Background: an optimization exercise with open tools, aiming at small area. Do not read the settings as production practice.
No functional check of the RTL was part of any run shown here.
No activity file was given, so power comes from the tool's default toggle rates.

## flow/run.sh

```bash
#!/bin/bash
# synth_recipe.tcl (not shown) runs the flow's synth.tcl, then flattens the netlist and writes it again
# the make line also repeats each setting of config.mk as NAME=value (left out here)
make -C /OpenROAD-flow-scripts/flow DESIGN_CONFIG=/design/flow/config.mk WORK_HOME=/design/flow/orfs CLKGATE_MAP_FILE= SYNTH_SCRIPT=/design/flow/synth_recipe.tcl finish
```

## flow/design.v

```verilog
package regfile_pkg;
    localparam int DEF_XLEN  = 32;
    localparam int DEF_NREGS = 32;
    localparam int DEF_NRP   = 2;
    function automatic int port_lo(input int k, input int w);
        port_lo = k * w;
    endfunction
endpackage
import regfile_pkg::*;
module regfile_scoreboard
#(
    parameter int NREGS    = DEF_NREGS,
    parameter int AW       = $clog2(NREGS)
) (
    input  logic             clk,
    input  logic             reset,
    input  logic [NREGS-1:1] clr_n,      
    input  logic             rsv_en,
    input  logic [AW-1:0]    rsv_addr,
    output logic [NREGS-1:1] busy,
    output logic             any_busy
);
    logic [NREGS-1:1] set_hit;
    regfile_dec #(.AW(AW), .NREGS(NREGS)) u_dec_rsv (.en(rsv_en), .a(rsv_addr), .y(set_hit));
    always_ff @(posedge clk) begin
        if (reset) begin
            busy <= '0;
        end else begin
            busy <= set_hit | (busy & clr_n);
        end
    end
    assign any_busy = |busy;
endmodule
import regfile_pkg::*;
module regfile_mp
#(
    parameter int XLEN     = DEF_XLEN,
    parameter int NREGS    = DEF_NREGS,
    parameter int AW       = $clog2(NREGS),
    parameter int NRP      = DEF_NRP
) (
    input  logic                clk,
    input  logic                reset,
    input  logic                wen0,
    input  logic [AW-1:0]       waddr0,
    input  logic [XLEN-1:0]     wdata0,
    input  logic                wen1,
    input  logic [AW-1:0]       waddr1,
    input  logic [XLEN-1:0]     wdata1,
    input  logic [NRP*AW-1:0]   raddr,
    output logic [NRP*XLEN-1:0] rdata,
    output logic [NRP-1:0]      rbusy,
    input  logic                rsv_en,
    input  logic [AW-1:0]       rsv_addr,
    output logic                any_busy
);
    logic [NREGS*XLEN-1:XLEN]    mem;       
    logic [NREGS-1:1]            valid;
    logic [NREGS-1:1]            d0;        
    logic [NREGS-1:1]            d1;        
    logic [NREGS-1:1]            we0;
    logic [NREGS-1:1]            hold;
    logic [XLEN-1:0]             nwdata0;
    logic [XLEN-1:0]             nwdata1;
    logic [NREGS-1:1]            vsel;      
    logic [NRP*(NREGS-1)-1:0]    rdec;      
    logic [NRP*XLEN-1:0]         rdata_d;
    logic [NREGS-1:1]            busy;
    logic [NRP-1:0]              rbusy_d;
    assign nwdata0 = ~wdata0;
    assign nwdata1 = ~wdata1;
    regfile_dec #(.AW(AW), .NREGS(NREGS)) u_dec_w0 (.en(wen0), .a(waddr0), .y(d0));
    regfile_dec #(.AW(AW), .NREGS(NREGS)) u_dec_w1 (.en(wen1), .a(waddr1), .y(d1));
    genvar gr, gk, gb;
    generate
        for (gr = 1; gr < NREGS; gr++) begin : g_reg
            assign we0[gr]  = d0[gr] & ~d1[gr];
            assign hold[gr] = ~(d0[gr] | d1[gr]);
            for (gb = 0; gb < XLEN; gb++) begin : g_bit
                regfile_bit u_bit (
                    .clk  (clk),
                    .we1  (d1[gr]),
                    .nd1  (nwdata1[gb]),
                    .we0  (we0[gr]),
                    .nd0  (nwdata0[gb]),
                    .hold (hold[gr]),
                    .q    (mem[gr * XLEN + gb])
                );
            end
            always_ff @(posedge clk) begin
                if (reset) begin
                    valid[gr] <= 1'b0;
                end else if (!hold[gr]) begin
                    valid[gr] <= 1'b1;
                end
            end
            assign vsel[gr] = valid[gr] & ~reset;
        end
    endgenerate
    generate
        for (gk = 0; gk < NRP; gk++) begin : g_rport
            logic [AW-1:0]    a;
            logic [NREGS-1:1] sel;
            logic             nz;
            logic             h1;       
            logic             h0;       
            logic             hn;       
            logic             hs;       
            logic             bsy;
            assign a  = raddr[gk * AW +: AW];
            assign nz = ~reset & (a != '0);
            assign h1 = nz & wen1 & (waddr1 == a);
            assign h0 = nz & wen0 & (waddr0 == a) & ~h1;
            assign hn = ~(h1 | h0);
            assign hs = nz & rsv_en & (rsv_addr == a);
            regfile_dec #(.AW(AW), .NREGS(NREGS)) u_dec_r (
                .en (1'b1),
                .a  (a),
                .y  (rdec[gk * (NREGS-1) +: NREGS-1])
            );
            assign sel = rdec[gk * (NREGS-1) +: NREGS-1] & vsel;
            for (gb = 0; gb < XLEN; gb++) begin : g_bit
                logic [NREGS-1:1] col;
                logic             arr_n;
                for (gr = 1; gr < NREGS; gr++) begin : g_col
                    assign col[gr] = mem[gr * XLEN + gb];
                end
                regfile_rdsel_n #(.N(NREGS-1)) u_rd (
                    .sel (sel),
                    .d   (col),
                    .y_n (arr_n)
                );
                regfile_aoi222 u_fwd (
                    .a1 (h1), .a2 (nwdata1[gb]),
                    .b1 (h0), .b2 (nwdata0[gb]),
                    .c1 (hn), .c2 (arr_n),
                    .y  (rdata_d[gk * XLEN + gb])
                );
            end
            regfile_rdsel #(.N(NREGS-1)) u_rdb (
                .sel (rdec[gk * (NREGS-1) +: NREGS-1]),
                .d   (busy),
                .y   (bsy)
            );
            assign rbusy_d[gk] = hs | (hn & ~reset & bsy);
        end
    endgenerate
    always_ff @(posedge clk) begin
        rdata <= rdata_d;
        rbusy <= rbusy_d;
    end
    regfile_scoreboard #(
        .NREGS    (NREGS)
    ) u_sb (
        .clk      (clk),
        .reset    (reset),
        .clr_n    (hold),
        .rsv_en   (rsv_en),
        .rsv_addr (rsv_addr),
        .busy     (busy),
        .any_busy (any_busy)
    );
endmodule
module regfile_bit (
    input  logic clk,
    input  logic we1,
    input  logic nd1,
    input  logic we0,
    input  logic nd0,
    input  logic hold,
    output logic q
);
    logic nq;
    assign nq = ~q;
    always_ff @(posedge clk) begin
        q <= ~((we1 & nd1) | (we0 & nd0) | (hold & nq));
    end
endmodule
module regfile_dec
#(
    parameter int AW    = 5,
    parameter int NREGS = 32
) (
    input  logic             en,
    input  logic [AW-1:0]    a,
    output logic [NREGS-1:1] y
);
    genvar gr;
    generate
        for (gr = 1; gr < NREGS; gr++) begin : g_y
            assign y[gr] = en && (a == AW'(gr));
        end
    endgenerate
endmodule
module regfile_rdsel
#(
    parameter int N = 31
) (
    input  logic [N:1] sel,
    input  logic [N:1] d,
    output logic       y
);
    localparam int NG3  = N / 3;
    localparam int NREM = N % 3;
    localparam int NG   = NG3 + (NREM != 0 ? 1 : 0);
    logic [NG-1:0] n;
    genvar gg;
    generate
        for (gg = 0; gg < NG3; gg++) begin : g_grp
            regfile_aoi222 u_aoi (
                .a1 (sel[3*gg + 1]), .a2 (d[3*gg + 1]),
                .b1 (sel[3*gg + 2]), .b2 (d[3*gg + 2]),
                .c1 (sel[3*gg + 3]), .c2 (d[3*gg + 3]),
                .y  (n[gg])
            );
        end
        if (NREM == 1) begin : g_last1
            assign n[NG-1] = ~(sel[N] & d[N]);
        end else if (NREM == 2) begin : g_last2
            assign n[NG-1] = ~((sel[N-1] & d[N-1]) | (sel[N] & d[N]));
        end
    endgenerate
    regfile_nand_or #(.N(NG)) u_or (
        .n (n),
        .y (y)
    );
endmodule
module regfile_rdsel_n
#(
    parameter int N = 31
) (
    input  logic [N:1] sel,
    input  logic [N:1] d,
    output logic       y_n
);
    localparam int NG3  = N / 3;
    localparam int NREM = N % 3;
    localparam int NG   = NG3 + (NREM != 0 ? 1 : 0);
    logic [NG-1:0] n;
    genvar gg;
    generate
        for (gg = 0; gg < NG3; gg++) begin : g_grp
            regfile_aoi222 u_aoi (
                .a1 (sel[3*gg + 1]), .a2 (d[3*gg + 1]),
                .b1 (sel[3*gg + 2]), .b2 (d[3*gg + 2]),
                .c1 (sel[3*gg + 3]), .c2 (d[3*gg + 3]),
                .y  (n[gg])
            );
        end
        if (NREM == 1) begin : g_last1
            assign n[NG-1] = ~(sel[N] & d[N]);
        end else if (NREM == 2) begin : g_last2
            assign n[NG-1] = ~((sel[N-1] & d[N-1]) | (sel[N] & d[N]));
        end
    endgenerate
    regfile_and #(.N(NG)) u_and (
        .n (n),
        .y (y_n)
    );
endmodule
module regfile_and
#(
    parameter int N = 11
) (
    input  logic [N-1:0] n,
    output logic         y
);
    assign y = &n;
endmodule
module regfile_aoi222 (
    input  logic a1,
    input  logic a2,
    input  logic b1,
    input  logic b2,
    input  logic c1,
    input  logic c2,
    output logic y
);
    assign y = ~((a1 & a2) | (b1 & b2) | (c1 & c2));
endmodule
module regfile_nand_or
#(
    parameter int N = 11
) (
    input  logic [N-1:0] n,
    output logic         y
);
    assign y = ~&n;
endmodule
module regfile_top (
    input  logic         clk,
    input  logic         reset,
    input  logic         wen0,
    input  logic [4:0]   waddr0,
    input  logic [31:0]  wdata0,
    input  logic         wen1,
    input  logic [4:0]   waddr1,
    input  logic [31:0]  wdata1,
    input  logic [19:0]  raddr,
    output logic [127:0] rdata,
    output logic [3:0]   rbusy,
    input  logic         rsv_en,
    input  logic [4:0]   rsv_addr,
    output logic         any_busy
);
    regfile_mp #(
        .XLEN     (32),
        .NREGS    (32),
        .NRP      (4)
    ) u_rf (
        .clk      (clk),
        .reset    (reset),
        .wen0     (wen0),
        .waddr0   (waddr0),
        .wdata0   (wdata0),
        .wen1     (wen1),
        .waddr1   (waddr1),
        .wdata1   (wdata1),
        .raddr    (raddr),
        .rdata    (rdata),
        .rbusy    (rbusy),
        .rsv_en   (rsv_en),
        .rsv_addr (rsv_addr),
        .any_busy (any_busy)
    );
endmodule
```

## flow/config.mk

```make
export PLATFORM = sky130hd
export DESIGN_NAME = regfile_top
export DESIGN_NICKNAME = regfile_top
export VERILOG_FILES = /design/flow/design.v
export SDC_FILE = /design/flow/constraint.sdc
export NUM_CORES = 4
export LEC_CHECK = 0
export CAP_MARGIN = 20
export CELL_PAD_IN_SITES_DETAIL_PLACEMENT = 2
export CELL_PAD_IN_SITES_GLOBAL_PLACEMENT = 2
export CORE_MARGIN = 2
export CORE_UTILIZATION = 30
export CTS_BUF_LIST = sky130_fd_sc_hd__clkbuf_8 sky130_fd_sc_hd__clkbuf_16
export CTS_CLUSTER_DIAMETER = 80
export CTS_CLUSTER_SIZE = 30
export GPL_TIMING_DRIVEN = 0
export MIN_ROUTING_LAYER = met2
export SETUP_SLACK_MARGIN = 0.1
export SLEW_MARGIN = 20
export SYNTH_HIERARCHICAL = 1
export SYNTH_MINIMUM_KEEP_SIZE = 0
```

## flow/constraint.sdc

```tcl
create_clock -name core_clock -period 3.6 [get_ports {clk}]
set_input_delay 0.7200 -clock core_clock [delete_from_list [all_inputs] [get_ports {clk}]]
set_output_delay 0.7200 -clock core_clock [all_outputs]
set_load 0.01 [all_outputs]
```

==> results of run 1 <==
-- cell families after synthesis --
kind of cell,synth area share [%]
other,0.00618
DFF,39.1
xor gates and xnor gates,0.866
AOI/OAI and AO/OA,40.6
and+or+nand+nor,12.7
buffers and inverters,6.78
-- worst min-delay path by stage --
stage / start / end / slack, ns / cells past startpoint
CTS: reset / u_rf.u_sb.busy[28]$_SDFF_PP0_ / 0.39 / 2
detailed placement: u_rf.valid[10]$_SDFFE_PP0N_ / u_rf.valid[10]$_SDFFE_PP0N_ / 0.46 / 2
global placement: u_rf.valid[28]$_SDFFE_PP0N_ / u_rf.valid[28]$_SDFFE_PP0N_ / 0.45 / 2
floorplan: u_rf.valid[10]$_SDFFE_PP0N_ / u_rf.valid[10]$_SDFFE_PP0N_ / 0.44 / 2
-- layer usage --
metal / GRT usage (%) / GRT overflow
met1: - / -
met2: 92.2 / 651
met3: 98.8 / 2291
met4: 79.8 / 390
met5: 85.0 / 402
-- per-module statistics from Yosys (local to each module, per instance), a selection --
module / area (sq um) / flops+latches
regfile_aoi222: 10.0 / 0
regfile_bit: 33.8 / 1
-- through the flow --
step	cell area [sq um]	setup WS, ns
after floorplan	60900	-0.0132
after global placement	66600	-11.35
after detailed placement	76700	-2.06
after CTS	82000	0.102
-- repair_timing --
action	CTS
setup endpoints to repair	188
gates cloned	12
pin swaps	49
buffers inserted	100
resized for setup	123
-- power groups by stage --
stage | Sequential, W | Combinational, W | Clock [W]
CTS | 0.0196 | 0.00626 | 0.0138
detailed placement | 0.0199 | 0.00618 | 0
global placement | 0.0195 | 0.00548 | 0
floorplan | 0.0188 | 0.00415 | 0
==> results_dict.tcl, run 1 <==
set metrics [dict create \
    status "aborted with a tool error" \
    haltStage "global routing" \
    error_line "[ERROR GRT-0116] Global routing finished with congestion. Check the congestion regions in the DRC Viewer." \
    grt_max_degree 36 \
    io_pins 237 \
    ys_warn_count 9 \
    grt-ovfl-total 3734 \
    synthFlopType "dfxtp_1" \
    grt_usage_pct 91.6 \
    synth_common_cells "a222oi_1, dfxtp_1, inv_1, nor2_1, nand4_1" \
    start_util_pct 30.1 \
    syn_inst 6149 \
    synth_seq_cells 1186 \
    cts_buffers 111 \
    cts_hold_buf 0 \
    synthArstFlopShare_pct 0 \
    synth_area_leaders "a222oi_1, dfxtp_1, inv_1" \
    yosysUniqueCellTypes 34 \
    dp.cells 9493 \
    gp_congestion 1.16 \
    root_buffer "clkbuf_16" \
    synth.most_common_cell "a222oi_1" \
    cts_sinks 1186 \
    first_global_vias 129000 \
    die_w_um 454 \
    yosysSeqAreaShare_pct 39.1 \
    cts_buffer_depth 3 \
    yosys.area.top_type "a222oi_1" \
    synth-edff-count 0 \
    cts_htree_levels 3 \
    dp_hpwl_mm 388 \
    fp.dieH_um 454 \
    grt_first_pass_wirelength_mm 894 \
    synth_top_area_share_pct 40.2 \
    syn-cell-area_sq_um 60700 \
    rows 165 \
    syn_area_per_cell_sq_um 9.87 \
    portBuffers 236 \
]
==> run 2, diff against run 1 <==
--- a/flow/design.v
+++ b/flow/design.v
@@ -57,14 +57,13 @@
     logic [NREGS*XLEN-1:XLEN]    mem;       
     logic [NREGS-1:1]            valid;
+    logic [NREGS-1:1]            vsel_n;    
     logic [NREGS-1:1]            d0;        
     logic [NREGS-1:1]            d1;        
     logic [NREGS-1:1]            we0;
     logic [NREGS-1:1]            hold;
+    logic [NREGS-1:1]            busy;
     logic [XLEN-1:0]             nwdata0;
     logic [XLEN-1:0]             nwdata1;
-    logic [NREGS-1:1]            vsel;      
-    logic [NRP*(NREGS-1)-1:0]    rdec;      
     logic [NRP*XLEN-1:0]         rdata_d;
-    logic [NREGS-1:1]            busy;
     logic [NRP-1:0]              rbusy_d;
     assign nwdata0 = ~wdata0;
@@ -95,11 +94,10 @@
                 end
             end
-            assign vsel[gr] = valid[gr] & ~reset;
+            assign vsel_n[gr] = ~(valid[gr] & ~reset);
         end
-    endgenerate
-    generate
         for (gk = 0; gk < NRP; gk++) begin : g_rport
             logic [AW-1:0]    a;
-            logic [NREGS-1:1] sel;
+            logic [NREGS-1:1] sel;      
+            logic [NREGS-1:1] dec;      
             logic             nz;
             logic             h1;       
@@ -114,30 +112,28 @@
             assign hn = ~(h1 | h0);
             assign hs = nz & rsv_en & (rsv_addr == a);
-            regfile_dec #(.AW(AW), .NREGS(NREGS)) u_dec_r (
-                .en (1'b1),
-                .a  (a),
-                .y  (rdec[gk * (NREGS-1) +: NREGS-1])
+            regfile_rdec #(.AW(AW), .NREGS(NREGS)) u_dec_r (
+                .a    (a),
+                .en_n (vsel_n),
+                .hn   (hn),
+                .sel  (sel),
+                .dec  (dec)
             );
-            assign sel = rdec[gk * (NREGS-1) +: NREGS-1] & vsel;
             for (gb = 0; gb < XLEN; gb++) begin : g_bit
                 logic [NREGS-1:1] col;
-                logic             arr_n;
                 for (gr = 1; gr < NREGS; gr++) begin : g_col
                     assign col[gr] = mem[gr * XLEN + gb];
                 end
-                regfile_rdsel_n #(.N(NREGS-1)) u_rd (
+                regfile_rdsel_f #(.N(NREGS-1)) u_rd (
                     .sel (sel),
                     .d   (col),
-                    .y_n (arr_n)
-                );
-                regfile_aoi222 u_fwd (
-                    .a1 (h1), .a2 (nwdata1[gb]),
-                    .b1 (h0), .b2 (nwdata0[gb]),
-                    .c1 (hn), .c2 (arr_n),
-                    .y  (rdata_d[gk * XLEN + gb])
+                    .h1  (h1),
+                    .d1  (wdata1[gb]),
+                    .h0  (h0),
+                    .d0  (wdata0[gb]),
+                    .y   (rdata_d[gk * XLEN + gb])
                 );
             end
             regfile_rdsel #(.N(NREGS-1)) u_rdb (
-                .sel (rdec[gk * (NREGS-1) +: NREGS-1]),
+                .sel (dec),
                 .d   (busy),
                 .y   (bsy)
@@ -193,4 +189,59 @@
     endgenerate
 endmodule
+module regfile_rdec
+#(
+    parameter int AW    = 5,
+    parameter int NREGS = 32
+) (
+    input  logic [AW-1:0]    a,
+    input  logic [NREGS-1:1] en_n,
+    input  logic             hn,
+    output logic [NREGS-1:1] sel,
+    output logic [NREGS-1:1] dec
+);
+    localparam int LW = 2;                
+    localparam int HW = AW - LW;          
+    logic [(1<<LW)-1:0] lo_n;
+    logic [(1<<HW)-1:0] hi_n;
+    logic [(1<<HW)-1:0] hih_n;
+    genvar gi, gr;
+    generate
+        for (gi = 0; gi < (1 << LW); gi++) begin : g_lo
+            assign lo_n[gi] = ~(a[LW-1:0] == LW'(gi));
+        end
+        for (gi = 0; gi < (1 << HW); gi++) begin : g_hi
+            assign hi_n[gi]  = ~(a[AW-1:LW] == HW'(gi));
+            assign hih_n[gi] = ~((a[AW-1:LW] == HW'(gi)) & hn);
+        end
+        for (gr = 1; gr < NREGS; gr++) begin : g_y
+            regfile_nor2 u_dec (
+                .a (lo_n[gr % (1 << LW)]),
+                .b (hi_n[gr >> LW]),
+                .y (dec[gr])
+            );
+            regfile_nor3 u_sel (
+                .a (lo_n[gr % (1 << LW)]),
+                .b (hih_n[gr >> LW]),
+                .c (en_n[gr]),
+                .y (sel[gr])
+            );
+        end
+    endgenerate
+endmodule
+module regfile_nor2 (
+    input  logic a,
+    input  logic b,
+    output logic y
+);
+    assign y = ~(a | b);
+endmodule
+module regfile_nor3 (
+    input  logic a,
+    input  logic b,
+    input  logic c,
+    output logic y
+);
+    assign y = ~(a | b | c);
+endmodule
 module regfile_rdsel
 #(
@@ -226,5 +277,5 @@
     );
 endmodule
-module regfile_rdsel_n
+module regfile_rdsel_f
 #(
     parameter int N = 31
@@ -232,10 +283,14 @@
     input  logic [N:1] sel,
     input  logic [N:1] d,
-    output logic       y_n
+    input  logic       h1,
+    input  logic       d1,
+    input  logic       h0,
+    input  logic       d0,
+    output logic       y
 );
     localparam int NG3  = N / 3;
     localparam int NREM = N % 3;
-    localparam int NG   = NG3 + (NREM != 0 ? 1 : 0);
-    logic [NG-1:0] n;
+    localparam int NG   = NG3 + (NREM == 2 ? 1 : 0);
+    logic [NG:0] n;
     genvar gg;
     generate
@@ -248,24 +303,31 @@
             );
         end
-        if (NREM == 1) begin : g_last1
-            assign n[NG-1] = ~(sel[N] & d[N]);
-        end else if (NREM == 2) begin : g_last2
-            assign n[NG-1] = ~((sel[N-1] & d[N-1]) | (sel[N] & d[N]));
+        if (NREM == 2) begin : g_last2
+            regfile_aoi22 u_last (
+                .a1 (sel[N-1]), .a2 (d[N-1]),
+                .b1 (sel[N]),   .b2 (d[N]),
+                .y  (n[NG-1])
+            );
+        end
+        if (NREM == 1) begin : g_fwd3
+            regfile_aoi222 u_fwd (
+                .a1 (h1), .a2 (d1),
+                .b1 (h0), .b2 (d0),
+                .c1 (sel[N]), .c2 (d[N]),
+                .y  (n[NG])
+            );
+        end else begin : g_fwd2
+            regfile_aoi22 u_fwd (
+                .a1 (h1), .a2 (d1),
+                .b1 (h0), .b2 (d0),
+                .y  (n[NG])
+            );
         end
     endgenerate
-    regfile_and #(.N(NG)) u_and (
+    regfile_nand_or #(.N(NG + 1)) u_or (
         .n (n),
-        .y (y_n)
+        .y (y)
     );
 endmodule
-module regfile_and
-#(
-    parameter int N = 11
-) (
-    input  logic [N-1:0] n,
-    output logic         y
-);
-    assign y = &n;
-endmodule
 module regfile_aoi222 (
     input  logic a1,
@@ -279,4 +341,13 @@
     assign y = ~((a1 & a2) | (b1 & b2) | (c1 & c2));
 endmodule
+module regfile_aoi22 (
+    input  logic a1,
+    input  logic a2,
+    input  logic b1,
+    input  logic b2,
+    output logic y
+);
+    assign y = ~((a1 & a2) | (b1 & b2));
+endmodule
 module regfile_nand_or
 #(
--- a/flow/config.mk
+++ b/flow/config.mk
@@ -7,13 +7,12 @@
 export LEC_CHECK = 0
 export CAP_MARGIN = 20
-export CELL_PAD_IN_SITES_DETAIL_PLACEMENT = 2
-export CELL_PAD_IN_SITES_GLOBAL_PLACEMENT = 2
+export CELL_PAD_IN_SITES_DETAIL_PLACEMENT = 1
+export CELL_PAD_IN_SITES_GLOBAL_PLACEMENT = 1
 export CORE_MARGIN = 2
-export CORE_UTILIZATION = 30
+export CORE_UTILIZATION = 35
 export CTS_BUF_LIST = sky130_fd_sc_hd__clkbuf_8 sky130_fd_sc_hd__clkbuf_16
 export CTS_CLUSTER_DIAMETER = 80
 export CTS_CLUSTER_SIZE = 30
 export GPL_TIMING_DRIVEN = 0
-export MIN_ROUTING_LAYER = met2
 export SETUP_SLACK_MARGIN = 0.1
 export SLEW_MARGIN = 20
==> results_dict.tcl, run 2 <==
set metrics [dict create \
    status "aborted with a tool error" \
    haltStage "global routing" \
    error_line "[ERROR GRT-0116] Global routing finished with congestion. Check the congestion regions in the DRC Viewer." \
    syn_area_per_cell_sq_um 9.98 \
    start_util_pct 35.2 \
    placed_area_sq_um 80000 \
    synth-edff-count 0 \
    dp_slack_ns -2.27 \
    cts_buffers 92 \
    yosysUniqueCellTypes 42 \
    synth_area_leaders "a222oi_1, dfxtp_1, inv_1" \
    gp_congestion 0.959 \
    fp.dieH_um 419 \
    ys_warn_count 9 \
    synth.most_common_cell "a222oi_1" \
    cts_htree_levels 3 \
    synth_seq_cells 1186 \
    cts_buffer_depth 3 \
    synth_top_area_share_pct 40.5 \
    syn-cell-area_sq_um 60400 \
    rows 152 \
    first_global_vias 92300 \
    syn_inst 6049 \
    grt-ovfl-total 128 \
    dp_hpwl_mm 409 \
    yosys.area.top_type "a222oi_1" \
    synthFlopType "dfxtp_1" \
    synth_common_cells "a222oi_1, dfxtp_1, inv_1, nor2_1, nand4_1" \
    grt_first_pass_wirelength_mm 866 \
    cts_sinks 1186 \
    portBuffers 236 \
    root_buffer "clkbuf_16" \
    grt_usage_pct 71.0 \
    synthArstFlopShare_pct 0 \
    io_pins 237 \
    grt_max_degree 32 \
    yosysSeqAreaShare_pct 39.3 \
    die_w_um 419 \
]
run 2: how the worst max path moves through the flow:
stage / start / end / slack (ns) / cells after the start
after floorplan: raddr[1] / u_rf.rdata[0]$_DFF_P_ / -0.08 / 9
after global placement: waddr1[4] / u_rf.g_reg[31].g_bit[17].u_bit.q$_DFF_P_ / -12.97 / 5
after detailed placement: raddr[12] / u_rf.rdata[83]$_DFF_P_ / -2.27 / 13
after CTS: raddr[11] / u_rf.rdata[93]$_DFF_P_ / 0.09 / 13
run 2: cells by family after synthesis:
kind of cell | after synthesis | share of synthesized area (%)
xor gates and xnor gates | 58 | 0.842
DFF | 1186 | 39.3
and+or+nand+nor | 1233 | 12.2
AOI/OAI and AO/OA | 2478 | 40.8
buffers and inverters | 1094 | 6.83
run 2: what timing repair did:
action                     4_1_cts
hold buffers                     0
resized for setup              161
setup endpoints to repair      187
buffers inserted               127
hold endpoints to repair         0
cloned                           3
pin swaps                      113
run 2: metal layers:
| layer | track usage [%] | overflow |
|---|---|---|
| met1 | 74.8 | 5 |
| met2 | 81.5 | 57 |
| met3 | 62.1 | 7 |
| met4 | 60.7 | 57 |
| met5 | 35.2 | 2 |
run 2: power groups by stage:
| stage | logic, W | clock network [W] | registers [W] |
|---|---|---|---|
| 4_1_cts | 0.00611 | 0.0121 | 0.0196 |
| 3_5_place_dp | 0.00601 | 0 | 0.0198 |
| 3_3_place_gp | 0.00540 | 0 | 0.0194 |
| 2_1_floorplan | 0.00425 | 0 | 0.0188 |
run 2: stage by stage:
stage | setup TNS, ns | std cells | total power, W | utilization (%)
3_5_place_dp | -696.04 | 9319 | 0.0259 | 46.7
3_3_place_gp | - | 8595 | 0.0248 | 38.6
2_1_floorplan | -5.07 | 6049 | 0.0231 | -
4_1_cts | 0 | 9621 | 0.0378 | 49.5
run 2: modules after synthesis, one instance, submodules excluded, excerpt:
module / cells inside / cell area, sq um / times used / flip-flops and latches
regfile_nor2: 1 / 3.75 / 124 / 0
regfile_bit: 3 / 33.8 / 992 / 1
regfile_aoi222: 1 / 10.0 / 1448 / 0
regfile_nor3: 1 / 10.0 / 124 / 0
